This design comes from an exercise in tuning for small area and a short achievable clock period on the open sky130 flow, not from production work. At most, simulation tests tie the RTL to the original design; equivalence was not proved. The RTL of run 1 was laid out without a check of its function. Power figures rest on the tool's default switching activity, not on a simulated workload.

$ cat flow/run.sh
#!/bin/bash
set -e
rm -rf scripts_mod
cp -r "$FLOW_HOME/scripts" scripts_mod
printf 'strash\ndch\nmap -D 1800\ntopo\nstime -c\nbuffer -c\nupsize -c\ndnsize -c\n' > scripts_mod/abc_area.script
export BUFFER_PORTS_ARGS="-buffer_cell sky130_fd_sc_hd__buf_1"
bash standard.sh SCRIPTS_DIR="$PWD/scripts_mod" ABC_AREA=1 ABC_CLOCK_PERIOD_IN_PS=1800 ADDER_MAP_FILE= finish > standard.log 2>&1
$ cat standard.sh
#!/bin/bash
# synth_recipe.tcl (not shown) runs the flow's synth.tcl, then flattens the netlist and writes it again
# the make line also repeats each setting of config.mk as NAME=value (left out here)
make -C /OpenROAD-flow-scripts/flow DESIGN_CONFIG=/design/flow/config.mk WORK_HOME=/design/flow/orfs CLKGATE_MAP_FILE= SYNTH_SCRIPT=/design/flow/synth_recipe.tcl "${@:-finish}"
$ cat config.mk
export PLATFORM = sky130hd
export DESIGN_NAME = ex_stage
export DESIGN_NICKNAME = ex_stage
export VERILOG_FILES = /design/flow/design.v
export SDC_FILE = /design/flow/constraint.sdc
export NUM_CORES = 4
export LEC_CHECK = 0
export CAP_MARGIN = 20
export CORE_MARGIN = 2
export CORE_UTILIZATION = 40
export SETUP_SLACK_MARGIN = 1.5
export SLEW_MARGIN = 20
$ cat constraint.sdc
create_clock -name core_clock -period 5.0 [get_ports {clk}]
set_input_delay 1.0000 -clock core_clock [delete_from_list [all_inputs] [get_ports {clk}]]
set_output_delay 1.0000 -clock core_clock [all_outputs]
set_load 0.01 [all_outputs]
$ cat design.v
package ex_pkg;
	localparam int XLEN = 32;
	typedef logic [XLEN-1:0] word_t;
	typedef logic [4:0]      reg_addr_t;
	typedef logic [11:0]     csr_addr_t;
	typedef logic [6:0]      opcode_t;
	typedef logic [2:0]      funct3_t;
	localparam opcode_t OPC_OP     = 7'b0110011;
	localparam opcode_t OPC_OP_IMM = 7'b0010011;
	localparam opcode_t OPC_LOAD   = 7'b0000011;
	localparam opcode_t OPC_STORE  = 7'b0100011;
	localparam opcode_t OPC_BRANCH = 7'b1100011;
	localparam opcode_t OPC_JAL    = 7'b1101111;
	localparam opcode_t OPC_JALR   = 7'b1100111;
	localparam opcode_t OPC_LUI    = 7'b0110111;
	localparam opcode_t OPC_AUIPC  = 7'b0010111;
	localparam opcode_t OPC_SYSTEM = 7'b1110011;
	localparam funct3_t F3_ADD  = 3'b000;
	localparam funct3_t F3_SLL  = 3'b001;
	localparam funct3_t F3_SLT  = 3'b010;
	localparam funct3_t F3_SLTU = 3'b011;
	localparam funct3_t F3_XOR  = 3'b100;
	localparam funct3_t F3_SR   = 3'b101;  
	localparam funct3_t F3_OR   = 3'b110;
	localparam funct3_t F3_AND  = 3'b111;
	localparam funct3_t F3_BEQ  = 3'b000;
	localparam funct3_t F3_BNE  = 3'b001;
	localparam funct3_t F3_BLT  = 3'b100;
	localparam funct3_t F3_BGE  = 3'b101;
	localparam funct3_t F3_BLTU = 3'b110;
	localparam funct3_t F3_BGEU = 3'b111;
	localparam funct3_t F3_LB  = 3'b000;
	localparam funct3_t F3_LH  = 3'b001;
	localparam funct3_t F3_LW  = 3'b010;
	localparam funct3_t F3_LBU = 3'b100;
	localparam funct3_t F3_LHU = 3'b101;
	localparam funct3_t F3_SB = 3'b000;
	localparam funct3_t F3_SH = 3'b001;
	localparam funct3_t F3_SW = 3'b010;
	localparam funct3_t F3_CSRRW  = 3'b001;
	localparam funct3_t F3_CSRRS  = 3'b010;
	localparam funct3_t F3_CSRRC  = 3'b011;
	localparam funct3_t F3_CSRRWI = 3'b101;
	localparam funct3_t F3_CSRRSI = 3'b110;
	localparam funct3_t F3_CSRRCI = 3'b111;
	typedef union packed {
		struct packed {
			logic [6:0] funct7;
			reg_addr_t  rs2;
			reg_addr_t  rs1;
			funct3_t    funct3;
			reg_addr_t  rd;
			opcode_t    opcode;
		} r_fmt;
		struct packed {
			logic [11:0] imm12;
			reg_addr_t   rs1;  
			funct3_t     funct3;
			reg_addr_t   rd;
			opcode_t     opcode;
		} i_fmt;
		struct packed {
			logic [6:0] imm_hi;
			reg_addr_t  rs2;
			reg_addr_t  rs1;
			funct3_t    funct3;
			logic [4:0] imm_lo;
			opcode_t    opcode;
		} s_fmt;
	} rv_inst_u;
	typedef struct packed {
		rv_inst_u  inst;
		word_t     inst_addr;
		word_t     op1;
		word_t     op2;
		word_t     op1_jump;
		word_t     op2_jump;
		word_t     reg1_data;
		word_t     reg2_data;
		logic      reg_wr_en;
		reg_addr_t reg_wr_addr;
		logic      csr_wr_en;
		csr_addr_t csr_wr_addr;
		word_t     csr_data;  
	} ex_in_t;
	typedef struct packed {
		logic  req;
		logic  wr_en;
		word_t rd_addr;
		word_t wr_addr;
		word_t wdata;
	} mem_req_t;
	typedef struct packed {
		logic      reg_wr_en;
		reg_addr_t reg_wr_addr;
		word_t     reg_data;
		logic      csr_wr_en;
		csr_addr_t csr_wr_addr;
		word_t     csr_data;
	} wb_t;
	typedef struct packed {
		logic  flag;
		word_t addr;
	} jump_t;
endpackage
module ex_add #(
	parameter int ARCH = 1
) (
	input  logic [31:0] a_i,
	input  logic [31:0] b_i,
	input  logic        ci_i,
	output logic [31:0] s_o,
	output logic [31:0] p_o,
	output logic        co_o
);
	logic [31:0] g0, p0;
	logic [31:0] gl [0:9];
	logic [31:0] pl [0:9];
	logic [31:0] gc;  
	assign p0 = a_i ^ b_i;
	assign g0 = (a_i & b_i) | {31'd0, p0[0] & ci_i};
	always_comb begin
		for (int l = 0; l < 10; l++) begin
			gl[l] = '0;
			pl[l] = '0;
		end
		gl[0] = g0;
		pl[0] = p0;
		gc    = '0;
		if (ARCH == 0) begin
			for (int l = 0; l < 5; l++) begin
				gl[l+1] = gl[l];
				pl[l+1] = pl[l];
				for (int i = 0; i < 32; i++) begin
					if (i >= (1 << l)) begin
						gl[l+1][i] = gl[l][i] | (pl[l][i] & gl[l][i-(1<<l)]);
						pl[l+1][i] = pl[l][i] & pl[l][i-(1<<l)];
					end
				end
			end
			gc = gl[5];
		end else if (ARCH == 1) begin
			for (int l = 0; l < 5; l++) begin
				gl[l+1] = gl[l];
				pl[l+1] = pl[l];
				for (int i = 0; i < 32; i++) begin
					if (((i >> l) & 1) == 1) begin
						gl[l+1][i] = gl[l][i] | (pl[l][i] & gl[l][((i >> l) << l) - 1]);
						pl[l+1][i] = pl[l][i] & pl[l][((i >> l) << l) - 1];
					end
				end
			end
			gc = gl[5];
		end else begin
			for (int l = 0; l < 5; l++) begin
				gl[l+1] = gl[l];
				pl[l+1] = pl[l];
				for (int i = 0; i < 32; i++) begin
					if (((i + 1) % (2 << l)) == 0) begin
						gl[l+1][i] = gl[l][i] | (pl[l][i] & gl[l][i-(1<<l)]);
						pl[l+1][i] = pl[l][i] & pl[l][i-(1<<l)];
					end
				end
			end
			for (int k = 0; k < 4; k++) begin
				int l;
				l = 3 - k;
				gl[k+6] = gl[k+5];
				pl[k+6] = pl[k+5];
				for (int i = 0; i < 32; i++) begin
					if (i >= (2 << l) && ((i + 1) % (2 << l)) == (1 << l)) begin
						gl[k+6][i] = gl[k+5][i] | (pl[k+5][i] & gl[k+5][i-(1<<l)]);
						pl[k+6][i] = pl[k+5][i] & pl[k+5][i-(1<<l)];
					end
				end
			end
			gc = gl[9];
		end
	end
	assign s_o  = p0 ^ {gc[30:0], ci_i};
	assign p_o  = p0;
	assign co_o = gc[31];
endmodule
module ex_stage (
	input  logic        clk,
	input  logic        arst_n_i,
	input  logic [306:0] ex_in_flat_i,  
	input  logic [31:0] mem_rdata_i,
	input  logic        irq_i,
	input  logic [31:0] irq_addr_i,
	output logic [97:0] mem_flat_o,    
	output logic [82:0] wb_flat_o,     
	output logic [32:0] jump_flat_o    
);
	logic [31:0] inst, op1, op2, opj1, opj2, rs1, rs2, csrd;
	logic        rwe, cwe;
	logic [4:0]  rwa;
	logic [11:0] cwa;
	assign inst = ex_in_flat_i[306:275];
	assign op1  = ex_in_flat_i[242:211];
	assign op2  = ex_in_flat_i[210:179];
	assign opj1 = ex_in_flat_i[178:147];
	assign opj2 = ex_in_flat_i[146:115];
	assign rs1  = ex_in_flat_i[114:83];
	assign rs2  = ex_in_flat_i[82:51];
	assign rwe  = ex_in_flat_i[50];
	assign rwa  = ex_in_flat_i[49:45];
	assign cwe  = ex_in_flat_i[44];
	assign cwa  = ex_in_flat_i[43:32];
	assign csrd = ex_in_flat_i[31:0];
	logic [6:0] opc;
	logic [2:0] f3;
	assign opc = inst[6:0];
	assign f3  = inst[14:12];
	logic is_op_any, is_link, is_lui, is_load, is_store, is_branch, is_jump, is_system;
	assign is_op_any = (opc == ex_pkg::OPC_OP) || (opc == ex_pkg::OPC_OP_IMM);
	assign is_link   = (opc == ex_pkg::OPC_JAL) || (opc == ex_pkg::OPC_JALR) || (opc == ex_pkg::OPC_AUIPC);
	assign is_lui    = opc == ex_pkg::OPC_LUI;
	assign is_load   = opc == ex_pkg::OPC_LOAD;
	assign is_store  = opc == ex_pkg::OPC_STORE;
	assign is_branch = opc == ex_pkg::OPC_BRANCH;
	assign is_jump   = (opc == ex_pkg::OPC_JAL) || (opc == ex_pkg::OPC_JALR);
	assign is_system = opc == ex_pkg::OPC_SYSTEM;
	logic ld_ok, st_ok, csr_ok;
	assign ld_ok  = !(f3 == 3'd3 || f3 == 3'd6 || f3 == 3'd7);
	assign st_ok  = !f3[2] && !(f3[1] && f3[0]);
	assign csr_ok = f3[1:0] != 2'd0;
	localparam int ARCH_ALU = 1;
	localparam int ARCH_AT  = 1;
	logic [31:0] sum, diff, add_p, sub_p;
	logic        add_co, sub_co;
	logic        ltu, lt, eq;
	ex_add #(.ARCH(ARCH_ALU)) u_add (
		.a_i  (op1),
		.b_i  (op2),
		.ci_i (1'b0),
		.s_o  (sum),
		.p_o  (add_p),
		.co_o (add_co)
	);
	ex_add #(.ARCH(ARCH_ALU)) u_sub (
		.a_i  (op1),
		.b_i  (~op2),
		.ci_i (1'b1),
		.s_o  (diff),
		.p_o  (sub_p),
		.co_o (sub_co)
	);
	assign ltu = !sub_co;
	assign lt  = ltu ^ op1[31] ^ op2[31];
	assign eq  = &sub_p;  
	logic [4:0]  sh;
	logic [31:0] sh_in, sh_out, sh_rev;
	logic        fill;
	assign sh   = inst[5] ? rs2[4:0] : inst[24:20];
	assign fill = inst[14] && inst[30] && rs1[31];
	always_comb begin
		for (int i = 0; i < 32; i++) sh_in[i] = inst[14] ? rs1[i] : rs1[31-i];
	end
	assign sh_out = 32'($signed({fill, sh_in}) >>> sh);
	always_comb begin
		for (int i = 0; i < 32; i++) sh_rev[i] = sh_out[31-i];
	end
	logic [11:0] imm;
	logic [31:0] at_a, at_b, at_sum, at_p, addr, target;
	logic        at_co;
	assign imm  = {inst[31:25], inst[5] ? inst[11:7] : inst[24:20]};
	assign at_a = inst[6] ? opj1 : rs1;
	assign at_b = inst[6] ? opj2 : {{20{imm[11]}}, imm};
	ex_add #(.ARCH(ARCH_AT)) u_at_add (
		.a_i  (at_a),
		.b_i  (at_b),
		.ci_i (1'b0),
		.s_o  (at_sum),
		.p_o  (at_p),
		.co_o (at_co)
	);
	assign addr   = at_sum;
	assign target = at_sum;
	logic [1:0] ld_lo, st_lo;
	assign ld_lo = rs1[1:0] + inst[21:20];
	assign st_lo = rs1[1:0] + inst[8:7];
	logic [3:0]  ld_b;
	logic        ld_byte_op, ld_half_op, ld_word_op;
	logic [3:0]  ld_s;
	logic        ld_t1, ld_t3, ld_bsign, ld_hsign, ld_fill8, ld_fill16;
	logic [31:0] ld_data;
	always_comb begin
		for (int k = 0; k < 4; k++) ld_b[k] = ld_lo == 2'(k);
	end
	assign ld_byte_op = f3[1:0] == 2'b00;
	assign ld_half_op = f3[1:0] == 2'b01;
	assign ld_word_op = f3 == 3'b010;
	assign ld_s[0]   = ld_word_op || (ld_byte_op && ld_b[0]) || (ld_half_op && !ld_lo[1]);
	assign ld_s[1]   = ld_byte_op && ld_b[1];
	assign ld_s[2]   = (ld_byte_op && ld_b[2]) || (ld_half_op && ld_lo[1]);
	assign ld_s[3]   = ld_byte_op && ld_b[3];
	assign ld_t1     = ld_word_op || (ld_half_op && !ld_lo[1]);
	assign ld_t3     = ld_half_op && ld_lo[1];
	assign ld_bsign  = (ld_b[0] && mem_rdata_i[7]) || (ld_b[1] && mem_rdata_i[15]) ||
	                   (ld_b[2] && mem_rdata_i[23]) || (ld_b[3] && mem_rdata_i[31]);
	assign ld_hsign  = ld_lo[1] ? mem_rdata_i[31] : mem_rdata_i[15];
	assign ld_fill8  = !f3[2] && ld_byte_op && ld_bsign;
	assign ld_fill16 = !f3[2] && ((ld_byte_op && ld_bsign) || (ld_half_op && ld_hsign));
	assign ld_data[7:0]   = ({8{ld_s[0]}} & mem_rdata_i[7:0]) | ({8{ld_s[1]}} & mem_rdata_i[15:8]) |
	                        ({8{ld_s[2]}} & mem_rdata_i[23:16]) | ({8{ld_s[3]}} & mem_rdata_i[31:24]);
	assign ld_data[15:8]  = ({8{ld_t1}} & mem_rdata_i[15:8]) | ({8{ld_t3}} & mem_rdata_i[31:24]) |
	                        {8{ld_fill8}};
	assign ld_data[31:16] = ({16{ld_word_op}} & mem_rdata_i[31:16]) | {16{ld_fill16}};
	logic       st_sb, st_sh, st_sw;
	logic [3:0] st_b;
	logic [3:0] st_own, st_b0, st_mem;
	logic       st_h3;
	logic [31:0] st_data;
	always_comb begin
		for (int k = 0; k < 4; k++) st_b[k] = st_lo == 2'(k);
	end
	assign st_sb = is_store && f3 == 3'd0;
	assign st_sh = is_store && f3 == 3'd1;
	assign st_sw = is_store && f3 == 3'd2;
	assign st_own[0] = st_sw || (st_sb && st_b[0]) || (st_sh && !st_lo[1]);
	assign st_own[1] = st_sw || (st_sh && !st_lo[1]);
	assign st_own[2] = st_sw;
	assign st_own[3] = st_sw;
	assign st_b0[0]  = 1'b0;
	assign st_b0[1]  = st_sb && st_b[1];
	assign st_b0[2]  = (st_sb && st_b[2]) || (st_sh && st_lo[1]);
	assign st_b0[3]  = st_sb && st_b[3];
	assign st_h3     = st_sh && st_lo[1];
	always_comb begin
		for (int k = 0; k < 4; k++) st_mem[k] = (st_sb && !st_b[k]) || (st_sh && (st_lo[1] != k[1]));
	end
	always_comb begin
		for (int k = 0; k < 4; k++) begin
			st_data[8*k +: 8] = ({8{st_own[k]}} & rs2[8*k +: 8]) | ({8{st_b0[k]}} & rs2[7:0]) |
			                    ({8{st_mem[k]}} & mem_rdata_i[8*k +: 8]);
		end
		st_data[31:24] = st_data[31:24] | ({8{st_h3}} & rs2[15:8]);
	end
	logic [31:0] csr_src, csr_w;
	assign csr_src = f3[2] ? {27'd0, inst[19:15]} : rs1;
	always_comb begin
		case (f3[1:0])
			2'd1:    csr_w = csr_src;
			2'd2:    csr_w = csrd | csr_src;
			2'd3:    csr_w = csrd & ~csr_src;
			default: csr_w = '0;
		endcase
	end
	logic        sel_add, sel_sub, sel_sll, sel_sr, sel_slt, sel_sltu;
	logic        sel_xor, sel_or, sel_and, sel_lui, sel_load, sel_csr;
	assign sel_add  = is_link || (is_op_any && f3 == 3'd0 && !(inst[5] && inst[30]));
	assign sel_sub  = is_op_any && f3 == 3'd0 && inst[5] && inst[30];
	assign sel_sll  = is_op_any && f3 == 3'd1;
	assign sel_slt  = is_op_any && f3 == 3'd2;
	assign sel_sltu = is_op_any && f3 == 3'd3;
	assign sel_xor  = is_op_any && f3 == 3'd4;
	assign sel_sr   = is_op_any && f3 == 3'd5;
	assign sel_or   = is_op_any && f3 == 3'd6;
	assign sel_and  = is_op_any && f3 == 3'd7;
	assign sel_lui  = is_lui;
	assign sel_load = is_load;
	assign sel_csr  = is_system && csr_ok;
	logic [31:0] reg_early, reg_data;
	assign reg_early = ({32{sel_xor}}  & (op1 ^ op2)) |
	                   ({32{sel_or}}   & (op1 | op2)) |
	                   ({32{sel_and}}  & (op1 & op2)) |
	                   ({32{sel_lui}}  & op1) |
	                   ({32{sel_load}} & ld_data) |
	                   ({32{sel_csr}}  & csrd);
	assign reg_data  = reg_early |
	                   ({32{sel_add}} & sum) |
	                   ({32{sel_sub}} & diff) |
	                   ({32{sel_sll}} & sh_rev) |
	                   ({32{sel_sr}}  & sh_out) |
	                   {31'd0, (sel_slt && lt) || (sel_sltu && ltu)};
	logic taken;
	always_comb begin
		case (f3)
			3'd0:    taken = eq;
			3'd1:    taken = !eq;
			3'd4:    taken = lt;
			3'd5:    taken = !lt;
			3'd6:    taken = ltu;
			3'd7:    taken = !ltu;
			default: taken = 1'b0;
		endcase
	end
	logic        jflag;
	logic [31:0] jaddr;
	assign jflag = irq_i || is_jump || (is_branch && taken);
	assign jaddr = irq_i ? irq_addr_i : target;  
	logic req0, wen0;
	assign req0 = (is_load && ld_ok) || (is_store && st_ok);
	assign wen0 = is_store && st_ok;
	logic        q_req, q_wen, q_rwe, q_cwe;
	logic [4:0]  q_rwa;
	logic [11:0] q_cwa;
	logic        qn_req0, qn_wen0, qn_sys, qn_st, qn_nst, qn_jflag;
	logic [31:0] qn_a, qn_b, qn_j;
	always_ff @(posedge clk or negedge arst_n_i) begin
		if (!arst_n_i) begin
			q_req    <= 1'b0;
			q_wen    <= 1'b0;
			q_rwe    <= 1'b0;
			q_rwa    <= '0;
			q_cwe    <= 1'b0;
			q_cwa    <= '0;
			qn_req0  <= 1'b1;
			qn_wen0  <= 1'b1;
			qn_sys   <= 1'b1;
			qn_st    <= 1'b1;
			qn_nst   <= 1'b1;
			qn_jflag <= 1'b1;
			qn_a     <= '1;
			qn_b     <= '1;
			qn_j     <= '1;
		end else begin
			q_req    <= req0 && !irq_i;
			q_wen    <= wen0 && !irq_i;
			q_rwe    <= rwe && !irq_i;
			q_rwa    <= rwa;
			q_cwe    <= cwe && !irq_i;
			q_cwa    <= cwa;
			qn_req0  <= !req0;
			qn_wen0  <= !wen0;
			qn_sys   <= !is_system;
			qn_st    <= !is_store;
			qn_nst   <= is_store;
			qn_jflag <= !jflag;
			qn_a     <= ~(({32{req0}} & addr) | ({32{is_system}} & csr_w));
			qn_b     <= ~(st_data | reg_data);
			qn_j     <= ~jaddr;
		end
	end
	assign mem_flat_o  = {q_req, q_wen, ~(qn_a | {32{qn_req0}}), ~(qn_a | {32{qn_wen0}}), ~(qn_b | {32{qn_st}})};
	assign wb_flat_o   = {q_rwe, q_rwa, ~(qn_b | {32{qn_nst}}), q_cwe, q_cwa, ~(qn_a | {32{qn_sys}})};
	assign jump_flat_o = {!qn_jflag, ~(qn_j | {32{qn_jflag}})};
endmodule
==> results.txt, run 1 <==
- Register area share after synthesis: 21.5%
- Max-slew headroom at the worst pin: 29.0%
- Final min period: 3.47 ns
- Post-route setup TNS: 0 ns
- Most common cell in the synthesized netlist: nor2_1
- Tcrit/Tclk final: 69.5%
- Largest net degree at the start of global routing: 70
- Post-synth ARST share: 100%
- Worst setup path startpoint: ex_in_flat_i[276]
- Synth area leader: dfstp_2
- Crit start category: input port
- Outcome: timing/DRC/antenna clean
- Routed wire length: 90.3 mm
- Cells after Synth: 2,590
- Die height: 197 um
- Ratio of cells with drive above 1 in the final layout: 12.0%
- Top cell type's share of synthesized area: 18.0%
- Gr ovfl total: 0
- Crit path arrival time: 3.86 ns
- H-tree depth: 4
- #FFs+latches synth: 123
- Worst IR Drop VDD: 244 uV
- Peak fanout along the critical path: 16
- Clk network pwr share: 32.6%
- P_sw: 1.77 mW
- Unrepaired setup endpoints after global routing: yes
- Post-synth EDFFs: 0
- Maximum clock frequency: 288 MHz
- CTS buffer count: 17
- Vias: 21,900
- CTS tree: built
- Avg Vias per Cell: 6.00
- GRT Resource Usage Total: 44.3%
- Layout net count: 3,530
- Internal Pwr Total: 2.36 mW
- # clock sinks: 123
- Global-route wire length before repair: 127 mm
- Cts hold-fix bufs: 0
- Drt initial violations: 2,428
- Synth warn: 4
- DP HPWL: 71.3 mm
- Die W: 197 um
- Final Hold Vio Count: 0
- DRC Markers: 0
- Post-synth cell types: 59
- Layout Utilization: 52.8%
- Clk buf depth: 2
- Vias in the first global route: 20,300
- Sequential Power Share: 27.2%
- Sw frac: 42.8%
- Port Buffers: 555
- WP data required: 5.38 ns
- Routed wire per std cell: 24.8 um
- Lkg Pwr: 8.31 nW
- Mapped cell area: 14,900 sq um
- Clock Tree Root: clkbuf_16
- Pwr dens: 213 nW/um^2
- Initial antenna violation count: 13
- Placer congestion estimate: 1.10
- Initial Utilization: 40.6%
- Antenna-violating nets left: 0
- Worst setup EP type: flip-flop
- Syn-to-layout area delta: 29.8%
- Top cells by area, synth: dfstp_2 (18%), nor2_1 (14%), nand2_1 (13%)
- Hold Startpoint: ex_in_flat_i[49]
- CP Class: input port to flip-flop
- Min-delay worst type: input port to flip-flop
- Pre-Repair DR Iteration Count: 6
- Core Region: 36,700 sq um
- Combinational cell fraction of total power: 40.2%
- Worst-path clk slew: 0.07 ns
- Max Cap Viol: 0
- Worst path slowest cell: a2111o_1
- Measured slew at the worst slew-check pin: 1.06 ns
- Final Slew Violations: 0
- Synth cell count leaders: nor2_1 (546), nand2_1 (518), inv_1 (326)
- FP Rows: 70
- Number of placed I/O pins: 588
- Syn Nets: 2,964
- Synth Area per Inst: 5.76 sq um
- Crit-path max cell delay: 0.44 ns
- CP cell instances: buf_1 -> nand2_2 -> nor3_1 -> inv_1 -> nor2_1 -> nand2_1 -> inv_1 -> nand2_1 -> buf_4 -> nor3_1 -> a2111o_1 -> a221oi_1 -> nand3_1 -> a221oi_2 -> o221a_2
- Most used DFF post-synth: dfstp_2
- Die Footprint: 38,800 sq um
- Final setup violation count: 0
[through the flow]
step / hold WS (ns) / power (mW) / worst slack (ns) / instances / instance area [sq um]
floorplan: 0.704 / 2.01 / 1.72 / 2590 / 14900
global route: 0.631 / 4.31 / 1.48 / 3645 / 19400
finish: 0.645 / 4.13 / 1.53 / 3646 / 19400
CTS: 0.630 / 3.97 / 1.44 / 3610 / 18600
global placement: 1.10 / 2.56 / 0.582 / 3564 / 17700
detailed placement: 1.10 / 2.57 / 0.500 / 3564 / 17700
[power by group through the flow]
stage,sequential (mW),combinational (mW),clock [mW]
floorplan,1.12,0.881,0
global placement,1.14,1.42,0
detailed placement,1.14,1.44,0
CTS,1.12,1.50,1.34
global route,1.13,1.79,1.39
finish,1.12,1.66,1.35
[metal layers]
| layer | part of all wire, % | vias to the layer above | track usage [%] | wire length [um] |
|---|---|---|---|---|
| met5 | 0.068 | - | 0 | 61 |
| met4 | 7.0 | 12 | 28.2 | 6340 |
| met3 | 12 | 341 | 11.4 | 10700 |
| met2 | 43 | 1555 | 68.1 | 39000 |
| met1 | 38 | 10100 | 55.4 | 34200 |
| li1 | - | 9860 | - | - |
[state kept, by name (all words and copies together), names as in the netlist]
name / count
qn_jflag: 1
qn_st: 1
q_rwe: 1
q_cwa: 12
qn_req0: 1
q_wen: 1
q_rwa: 5
q_cwe: 1
qn_a: 32
qn_nst: 1
qn_j: 32
qn_sys: 1
qn_wen0: 1
qn_b: 32
q_req: 1
[area by class of cell]
| type | count | area [sq um] |
|---|---|---|
| timing repair buffer | 663 | 3150 |
| sequential | 123 | 3210 |
| antenna | 9 | 22.5 |
| inverter | 335 | 1270 |
| clock buffer | 18 | 429 |
| clock inverter | 14 | 163 |
| fill | 3955 | 17300 |
| tap | 468 | 586 |
| multi-input combinational | 2016 | 10500 |
[placed cells by master (no fill, tap or decap), types with 11 or more instances in the layout]
cell	count
nor3_1	30
buf_1	551
dfstp_2	102
o22ai_1	21
nor2_2	11
dfrtp_1	21
mux2i_1	21
o21ai_1	39
o221ai_1	27
nor2_1	533
a221oi_1	26
a21oi_2	11
inv_1	321
a21oi_1	166
o21ai_0	218
clkbuf_16	21
a31oi_1	59
xor2_1	27
buf_4	89
o2111ai_1	17
o211ai_1	33
a211oi_1	15
nand2_2	11
a22oi_1	25
or2_2	12
nand3_1	59
nand2_1	506
[critical path: cells and delay by family]
family | cells | cell delay [ns]
AOI/OAI and AO/OA | 4 | 1.44
buffers and inverters | 4 | 0.56
and+or+nand+nor | 7 | 0.82
[worst paths after layout]
check                           end  slack [ns]  cells past startpoint
max                        qn_b[31]        1.53                     15
min                        q_rwa[4]        0.64                      1
max in group asynchronous   qn_b[7]        3.39                      2
min in group asynchronous     q_req        0.73                      1
[cell families after synthesis]
kind of cell | Yosys count | synth area share, %
buf+inv | 452 | 11.8
mux | 21 | 1.41
fa+ha+maj | 2 | 0.151
compound gates | 756 | 31.3
simple gates | 1202 | 31.8
flops | 123 | 21.5
xor+xnor | 34 | 2.00
[timing repair]
| item | in CTS | in global routing |
|---|---|---|
| pin swaps | 5 | 29 |
| setup buffers | 12 | 23 |
| endpoints found under the setup margin | 65 | 72 |
| gates resized for setup | 54 | 125 |
| cloned | 2 | 4 |
==> inputs of run 2 (changes only) <==
--- a/design.v
+++ b/design.v
@@ -226,6 +226,6 @@
 	assign st_ok  = !f3[2] && !(f3[1] && f3[0]);
 	assign csr_ok = f3[1:0] != 2'd0;
-	localparam int ARCH_ALU = 1;
-	localparam int ARCH_AT  = 1;
+	localparam int ARCH_ALU = 2;
+	localparam int ARCH_AT  = 2;
 	logic [31:0] sum, diff, add_p, sub_p;
 	logic        add_co, sub_co;
==> run 2 against run 1 <==
Largest cell class unchanged. Critical path type unchanged. Area after synthesis is 1.2% lower. Utilization is 1.4 points lower. Routed wire length is 1.5% lower. Combinational power hardly changed. First-iteration DRC count is 17% higher. Clock power is 4% lower. Still clean on timing, DRC and antenna. Count of clock-buffer cells in the layout is 2 higher. Highest routed layer unchanged. Maximum frequency is 1.9% lower. Critical endpoint is now qn_b[8]. Worst setup slack worse by 0.066 ns. Hold slack worse by 0.11 ns.
==> results.txt, run 2 <==
- CTS tree: built
- Largest family of logic cells by synthesized area: compound AO/OA/AOI/OAI gates
- Initial Utilization: 40.5% (-0.18 points)
- Die Footprint: 38,400 sq um (-1.1%)
- XOR/XNOR share of the synthesized area: 2.85% (+0.86 points)
- Post-synthesis adder-cell area fraction: 0% (-0.15 points)
- Sequential Area: 3210 sq um (unchanged)
- # clock sinks: 123 (unchanged)
- M3 GR Usage: 10.8% (-0.61 points)
- Worst setup EP type: flip-flop
- Largest net degree at the start of global routing: 84 (+20%)
- Ratio of cells with drive above 1 in the final layout: 12.1% (+0.030 points)
- Tcrit/Tclk final: 70.8% (+1.3 points)
- Layout fillers: 3,892 (-1.6%)
- Max-slew headroom at the worst pin: 37.2% (+8.2 points)
- GRT busiest layer: met2
- Top cells by area, synth: dfstp_2 (18%), nor2_1 (13%), nand2_1 (13%)
- WHS: 0.531 ns (-0.114 ns)
- Syn Nets: 2,849 (-3.9%)
- GRT Resource Usage Total: 44.6% (+0.22 points)
- Global-route wire length before repair: 125 mm (-1.1%)
- CTS buffer count: 17 (unchanged)
- Post-route setup TNS: 0 ns (unchanged)
- Post-DP Area: 17,600 sq um (-0.58%)
- Post-synth cell types: 73 (+24%)
- Final Slew Violations: 0 (unchanged)
- Commonest non-fill, non-tap cell in the layout: buf_1
- WP data required: 5.32 ns (-0.06 ns)
- Min-delay worst type: input port to asynchronous set/reset pin
- Area occupied by multi-input gates: 10,300 sq um (-2.4%)
- Layout Utilization: 51.4% (-1.4 points)
- Vias in the first global route: 19,000 (-6.7%)
- Met1 usage: 59.5% (+4.1 points)
- Cells after Synth: 2,475 (-4.4%)
- Worst-path clk slew: 0.06 ns (about the same)
- Routed wire length: 88.9 mm (-1.5%)
- H-tree depth: 4 (unchanged)
- Crit-path max cell delay: 0.46 ns (+0.02 ns)
- Placer congestion estimate: 1.05 (-4.6%)
- Synth Area per Inst: 5.96 sq um (+3.4%)
- FP Rows: 70 (unchanged)
- Pwr dens: 217 nW/um^2 (+1.7%)
- Worst path slowest cell: nor3_1
- Maximum clock frequency: 283 MHz (-1.9%)
- Antenna-violating nets left: 0 (unchanged)
- Avg Vias per Cell: 5.99 (-0.25%)
- CP Class: input port to flip-flop
- Measured slew at the worst slew-check pin: 0.934 ns (-0.130 ns)
- DRC Markers: 0 (unchanged)
- Final Hold Vio Count: 0 (unchanged)
- Post-Synth Simple-Gate Area: 30.8% (-1.0 points)
- Most used DFF post-synth: dfstp_2
- Die W: 196 um (-0.57%)
- Max Cap Viol: 0 (unchanged)
- Crit path arrival time: 3.86 ns (about the same)
- Mux share of post-synthesis cell area: 2.58% (+1.2 points)
- Clk buf depth: 2 (unchanged)
- Routed wire per std cell: 25.2 um (+1.9%)
- Post-synth ARST share: 100% (unchanged)
- Synth Area in Compound Gates: 30.9% (-0.35 points)
- Post-synth EDFFs: 0 (unchanged)
- Die height: 196 um (-0.57%)
- Synth cell count leaders: nor2_1 (494), nand2_1 (492), inv_1 (273)
- Crit start category: input port
- Register area share after synthesis: 21.7% (+0.25 points)
- Core Region: 36,400 sq um (-0.72%)
- Top Registers: qn_a: 32 flops, qn_b: 32 flops, qn_j: 32 flops
- Layout net count: 3,406 (-3.5%)
- Lkg Pwr: 7.98 nW (-3.9%)
- Vias: 21,100 (-3.6%)
- Most frequent cells in the layout: buf_1 (547), nand2_1 (486), nor2_1 (481), inv_1 (271), o21ai_0 (195)
- Drt initial violations: 2,842 (+17%)
- CP cell instances: clkbuf_2 -> nor2_2 -> inv_1 -> buf_4 -> nor2_1 -> inv_1 -> nor2_1 -> inv_1 -> o21ai_1 -> buf_4 -> inv_1 -> nor3_1 -> a311oi_1
- Clock Tree Root: clkbuf_16
- Peak fanout along the critical path: 19 (+3)
- Cts hold-fix bufs: 0 (unchanged)
- Outcome: timing/DRC/antenna clean
- Most used cell, CP: inv_1
- Initial antenna violation count: 13 (unchanged)
- Number of placed I/O pins: 588 (unchanged)
- Final min period: 3.54 ns (+0.0660 ns)
- #FFs+latches synth: 123 (unchanged)
- Most common cell in the synthesized netlist: nor2_1
- Global Route met2 Usage: 65.4% (-2.7 points)
- Final setup violation count: 0 (unchanged)
- Unrepaired setup endpoints after global routing: yes
- Mapped cell area: 14,700 sq um (-1.2%)
- Fin area: 18,700 sq um (-3.3%)
- Top cell type's share of synthesized area: 18.2% (+0.21 points)
- Pre-Repair DR Iteration Count: 6 (unchanged)
- Port Buffers: 555 (unchanged)
- Synth area leader: dfstp_2
- Worst IR Drop VDD: 168 uV (-31%)
- Synth warn: 4 (unchanged)
- Gr ovfl total: 0 (unchanged)
- Syn-to-layout area delta: 27.1%
- DP HPWL: 73.3 mm (+2.9%)
run 2: cell count changes after synthesis, sizes merged, moves of 11 or more:
cell    before  now
a22oi       26   39
nor3        37   25
clkbuf      89   71
o21ai      271  259
nand2      519  496
or2         13   29
a21oi      178  200
a31oi       64   46
xnor2        6   17
buf         28   43
nor2       549  499
inv        331  282
mux2i       21   38
run 2: final timing paths:
kind,start,to,slack (ns),depth (start not counted)
worst max-delay path,ex_in_flat_i[288],qn_b[8],1.46,13
min in group core_clock,ex_in_flat_i[46],q_rwa[1],0.65,1
worst min-delay path,arst_n_i,q_wen,0.53,1
max in group asynchronous,arst_n_i,q_req,3.47,2
run 2: critical path, delay by kind of cell:
kind	cells	cell delay (ns)
buf+inv	7	1.27
simple gates	4	1.26
compound gates	2	0.31
run 2: power breakdown:
part	total, mW	internal, mW	leakage [nW]	switching [mW]
clock	1.30	0.766	0.286	0.532
combinational	1.63	0.488	6.37	1.14
sequential	1.14	1.11	1.32	0.0329
total	4.06	2.36	7.98	1.70
run 2: what timing repair did:
item,4_1_cts,5_1_grt
pin swaps,2,16
endpoints found under the setup margin,45,52
gates resized for setup,26,93
setup buffers,0,9
gates cloned,0,3
run 2: area by class of cell:
cell class                      instances  area share (%)
Tap cell                              468            3.13
Inverter                              286            5.79
Multi-Input combinational cell       1952            54.8
Timing Repair inverter                  2          0.0802
Sequential cell                       123            17.1
Antenna cell                           12           0.160
Clock inverter                         12           0.735
Timing Repair Buffer                  650            15.7
Clock buffer                           20            2.45
run 2: logic make-up (layout without fill, tap and decap cells):
logic type | count (synthesis) | after routing
other cells | 0 | 12
compound gates | 732 | 732
simple gates | 1134 | 1134
buf+inv | 400 | 970
xor+xnor | 48 | 48
mux | 38 | 38
flops | 123 | 123
run 2: metal layers:
layer,part of all wire [%],vias to the layer above
met5,0.055,-
met4,6.7,6
met3,12,280
met2,41,1585
met1,40,9764
li1,-,9471
run 2: stage by stage:
step	std cells	setup WS (ns)	power (mW)
3_3_place_gp	3469	0.707	2.62
4_1_cts	3501	1.47	3.94
2_1_floorplan	2475	1.86	2.03
5_1_grt	3521	1.43	4.24
3_5_place_dp	3469	0.676	2.63
6_report	3525	1.46	4.06
==> inputs of run 3 (changes only) <==
--- a/config.mk
+++ b/config.mk
@@ -9,4 +9,4 @@
 export CORE_MARGIN = 2
 export CORE_UTILIZATION = 40
-export SETUP_SLACK_MARGIN = 1.5
+export SETUP_SLACK_MARGIN = 1.6
 export SLEW_MARGIN = 20
==> run 3 against run 2 <==
Sequential share of layout area down 0.36 points. Cell area grew 2.1%. Highest routed layer unchanged. Hold slack better by 0.0056 ns. Critical endpoint is now qn_b[25]. Utilization is 1.1 points higher. Global-route usage grew 0.16 points. Sequential cell count stayed put. Largest power group unchanged. Sequential power is essentially flat. Critical path type unchanged. Die area unchanged. Area after synthesis unchanged. Via count is 0.91% higher.
==> results.txt, run 3 <==
- Outcome: timing/DRC/antenna clean
- Measured slew at the worst slew-check pin: 0.948 ns (+0.0142 ns)
- Initial antenna violation count: 14 (+1)
- H-tree depth: 4 (unchanged)
- Worst-path clk slew: 0.07 ns (about the same)
- Clock Tree Root: clkbuf_16
- Crit path max-delay family: compound AO/OA/AOI/OAI gates
- WP data required: 5.39 ns (+0.07 ns)
- Fin area: 19,100 sq um (+2.1%)
- Avg Vias per Cell: 6.02 (+0.52%)
- Worst setup EP type: flip-flop
- Register area share after synthesis: 21.7% (unchanged)
- Layout fillers: 3,869 (-0.59%)
- Vias in the first global route: 19,000 (+0.15%)
- Post-route setup TNS: 0 ns (unchanged)
- Final setup violation count: 0 (unchanged)
- CTS buffer count: 17 (unchanged)
- Port Buffers: 555 (unchanged)
- Tcrit/Tclk final: 71.0% (+0.21 points)
- Max Cap Viol: 0 (unchanged)
- Top cells by area, synth: dfstp_2 (18%), nor2_1 (13%), nand2_1 (13%)
- Clk buf depth: 2 (unchanged)
- Final Hold Vio Count: 0 (unchanged)
- Layout net count: 3,422 (+0.47%)
- Routed wire per std cell: 25.4 um (+0.62%)
- Placer congestion estimate: 1.05 (unchanged)
- Crit start category: input port
- WHS: 0.537 ns (+0.00562 ns)
- Initial Utilization: 40.5% (unchanged)
- Number of placed I/O pins: 588 (unchanged)
- Largest net degree at the start of global routing: 76 (-9.5%)
- Die Footprint: 38,400 sq um (unchanged)
- Routed wire length: 89.8 mm (+1.0%)
- Die height: 196 um (unchanged)
- Pre-CTS setup slack: 0.676 ns (unchanged)
- Worst path slowest cell: a2111oi_1
- Gr ovfl total: 0 (unchanged)
- Global-route wire length before repair: 126 mm (+0.15%)
- Final min period: 3.55 ns (+0.0106 ns)
- Die W: 196 um (unchanged)
- Commonest non-fill, non-tap cell in the layout: buf_1
- Syn-to-layout area delta: 29.8%
- Maximum clock frequency: 282 MHz (-0.30%)
- CP Class: input port to flip-flop
- Drt initial violations: 2,900 (+2.0%)
- Synth Area per Inst: 5.96 sq um (unchanged)
- Top cell type's share of synthesized area: 18.2% (unchanged)
- Unrepaired setup endpoints after global routing: yes
- DP HPWL: 73.3 mm (unchanged)
- CP cell instances: clkbuf_2 -> inv_2 -> buf_4 -> nor2_1 -> nand2_1 -> buf_4 -> o21ai_0 -> a2111oi_1 -> o2111a_1 -> o221ai_1 -> a21oi_2 -> and3_1
- Post-DP Area: 17,600 sq um (unchanged)
- Post-synth EDFFs: 0 (unchanged)
- Crit path arrival time: 3.94 ns (+0.08 ns)
- CP bufs+invs: 4 (-3)
- Worst IR Drop VDD: 168 uV (about the same)
- Most frequent cells in the layout: buf_1 (545), nand2_1 (480), nor2_1 (473), inv_1 (270), o21ai_0 (189)
- Pwr dens: 215 nW/um^2 (-0.73%)
- #FFs+latches synth: 123 (unchanged)
- GRT Resource Usage Total: 44.7% (+0.16 points)
- Vias: 21,300 (+0.91%)
- Final worst slack: 1.45 ns (-0.0106 ns)
- Final Slew Violations: 0 (unchanged)
- Most used DFF post-synth: dfstp_2
- Max-slew headroom at the worst pin: 36.6% (-0.68 points)
- FP Rows: 70 (unchanged)
- Syn Nets: 2,849 (unchanged)
- CTS tree: built
- Crit-path max cell delay: 0.86 ns (+0.40 ns)
- Min-delay worst type: input port to asynchronous set/reset pin
- Lkg Pwr: 8.16 nW (+2.2%)
- Post-synth ARST share: 100% (unchanged)
- Most common cell in the synthesized netlist: nor2_1
- Synth warn: 4 (unchanged)
- Cells after Synth: 2,475 (unchanged)
- Mapped cell area: 14,700 sq um (unchanged)
- Core Region: 36,400 sq um (unchanged)
- Post-synth cell types: 73 (unchanged)
- Pre-Repair DR Iteration Count: 6 (unchanged)
- Top Registers: qn_a: 32 flops, qn_b: 32 flops, qn_j: 32 flops
- Cts hold-fix bufs: 0 (unchanged)
- Peak fanout along the critical path: 17 (-2)
- Antenna-violating nets left: 0 (unchanged)
- Ratio of cells with drive above 1 in the final layout: 13.8% (+1.7 points)
- Synth area leader: dfstp_2
- Most used cell, CP: buf_4
- DRC Markers: 0 (unchanged)
- Synth cell count leaders: nor2_1 (494), nand2_1 (492), inv_1 (273)
- # clock sinks: 123 (unchanged)
-- run 3: cell counts after synthesis --
Identical to the previous run, type by type.
-- run 3: final cells by class --
| type | instances | area [sq um] | share of cell area [%] |
|---|---|---|---|
| repair inverters | 2 | 15.0 | 0.0785 |
| inverters | 286 | 1090 | 5.68 |
| diodes | 10 | 25.0 | 0.131 |
| flip-flops and latches | 123 | 3210 | 16.8 |
| well taps | 468 | 586 | 3.06 |
| repair buffers | 666 | 3120 | 16.3 |
| multi-input cells | 1952 | 10500 | 54.9 |
| clock buffers | 20 | 458 | 2.39 |
| clock inverters | 12 | 138 | 0.719 |
-- run 3: report_power, final --
group | total, mW | switching (mW) | internal (mW)
clock | 1.30 | 0.533 | 0.767
combinational | 1.68 | 1.17 | 0.513
sequential | 1.14 | 0.0324 | 1.11
-- run 3: kinds of logic after synthesis --
family / synth area share (%)
AO/OA/AOI/OAI: 30.9
multiplexers: 2.58
AND/OR/NAND/NOR: 30.8
flip-flops: 21.7
buffers and inverters: 11.0
XOR/XNOR: 2.85
-- run 3: final timing paths --
kind	from	to	slack [ns]	depth (start not counted)
min in group core_clock	ex_in_flat_i[46]	q_rwa[1]	0.65	1
max in group asynchronous	arst_n_i	q_req	3.47	2
max	ex_in_flat_i[289]	qn_b[25]	1.45	12
min	arst_n_i	q_wen	0.54	1
-- run 3: layer usage --
| layer | up-vias | share of wire [%] | track usage [%] |
|---|---|---|---|
| met1 | 9904 | 40 | 60.0 |
| met5 | - | 0.057 | 0 |
| met2 | 1601 | 41 | 65.6 |
| met3 | 286 | 12 | 10.8 |
| met4 | 8 | 6.5 | 25.4 |
| li1 | 9500 | - | - |
-- run 3: timing repair --
item                                    CTS  global route
buffers inserted                          1            22
cloned                                    1             4
endpoints found under the setup margin   60            65
pin swaps                                 4            31
gates resized for setup                  46           134
-- run 3: per-stage QoR --
step	util, %	std cells	power, mW
after floorplan	-	2475	2.03
after global placement	48.2	3469	2.62
after CTS	50.4	3503	3.95
after detailed placement	48.2	3469	2.63
after global routing	52.5	3537	4.29
final	52.5	3539	4.12

==> static timing again, ports no longer ideal <==
The results above use ideal ports. As a check the final layouts listed here were re-extracted and re-timed, cells and wires unchanged.
Step 1 assumes that a clkbuf_16 drives the clock port and a buf_2 every other input.
Step 2, shift: input delay + t, output delay - t, t = (earliest + latest rising clock arrival at the registers) / 2. This alone moves slack from input paths to output paths.
Three values: no drivers, after step 1, after step 2; two values: the first two.
run | t, ns | setup WS [ns] | hold slack, ns | worst setup path at the end | pins driven straight from the clock port
run 1 | 0.508 | 1.527 / 1.521 / 1.013 | 0.645 / 0.615 / 1.124 | input to register | 1
run 2 | 0.504 | 1.461 / 1.424 / 0.921 | 0.531 / 0.505 / 1.008 | input to register | 1
run 3 | 0.503 | 1.450 / 1.466 / 0.963 | 0.537 / 0.510 / 1.013 | input to register | 1
After both steps setup and hold are still met in every run listed. The setup slack of run 2, which loses most, moves by -0.037 ns with the drivers and by -0.540 ns with both steps.
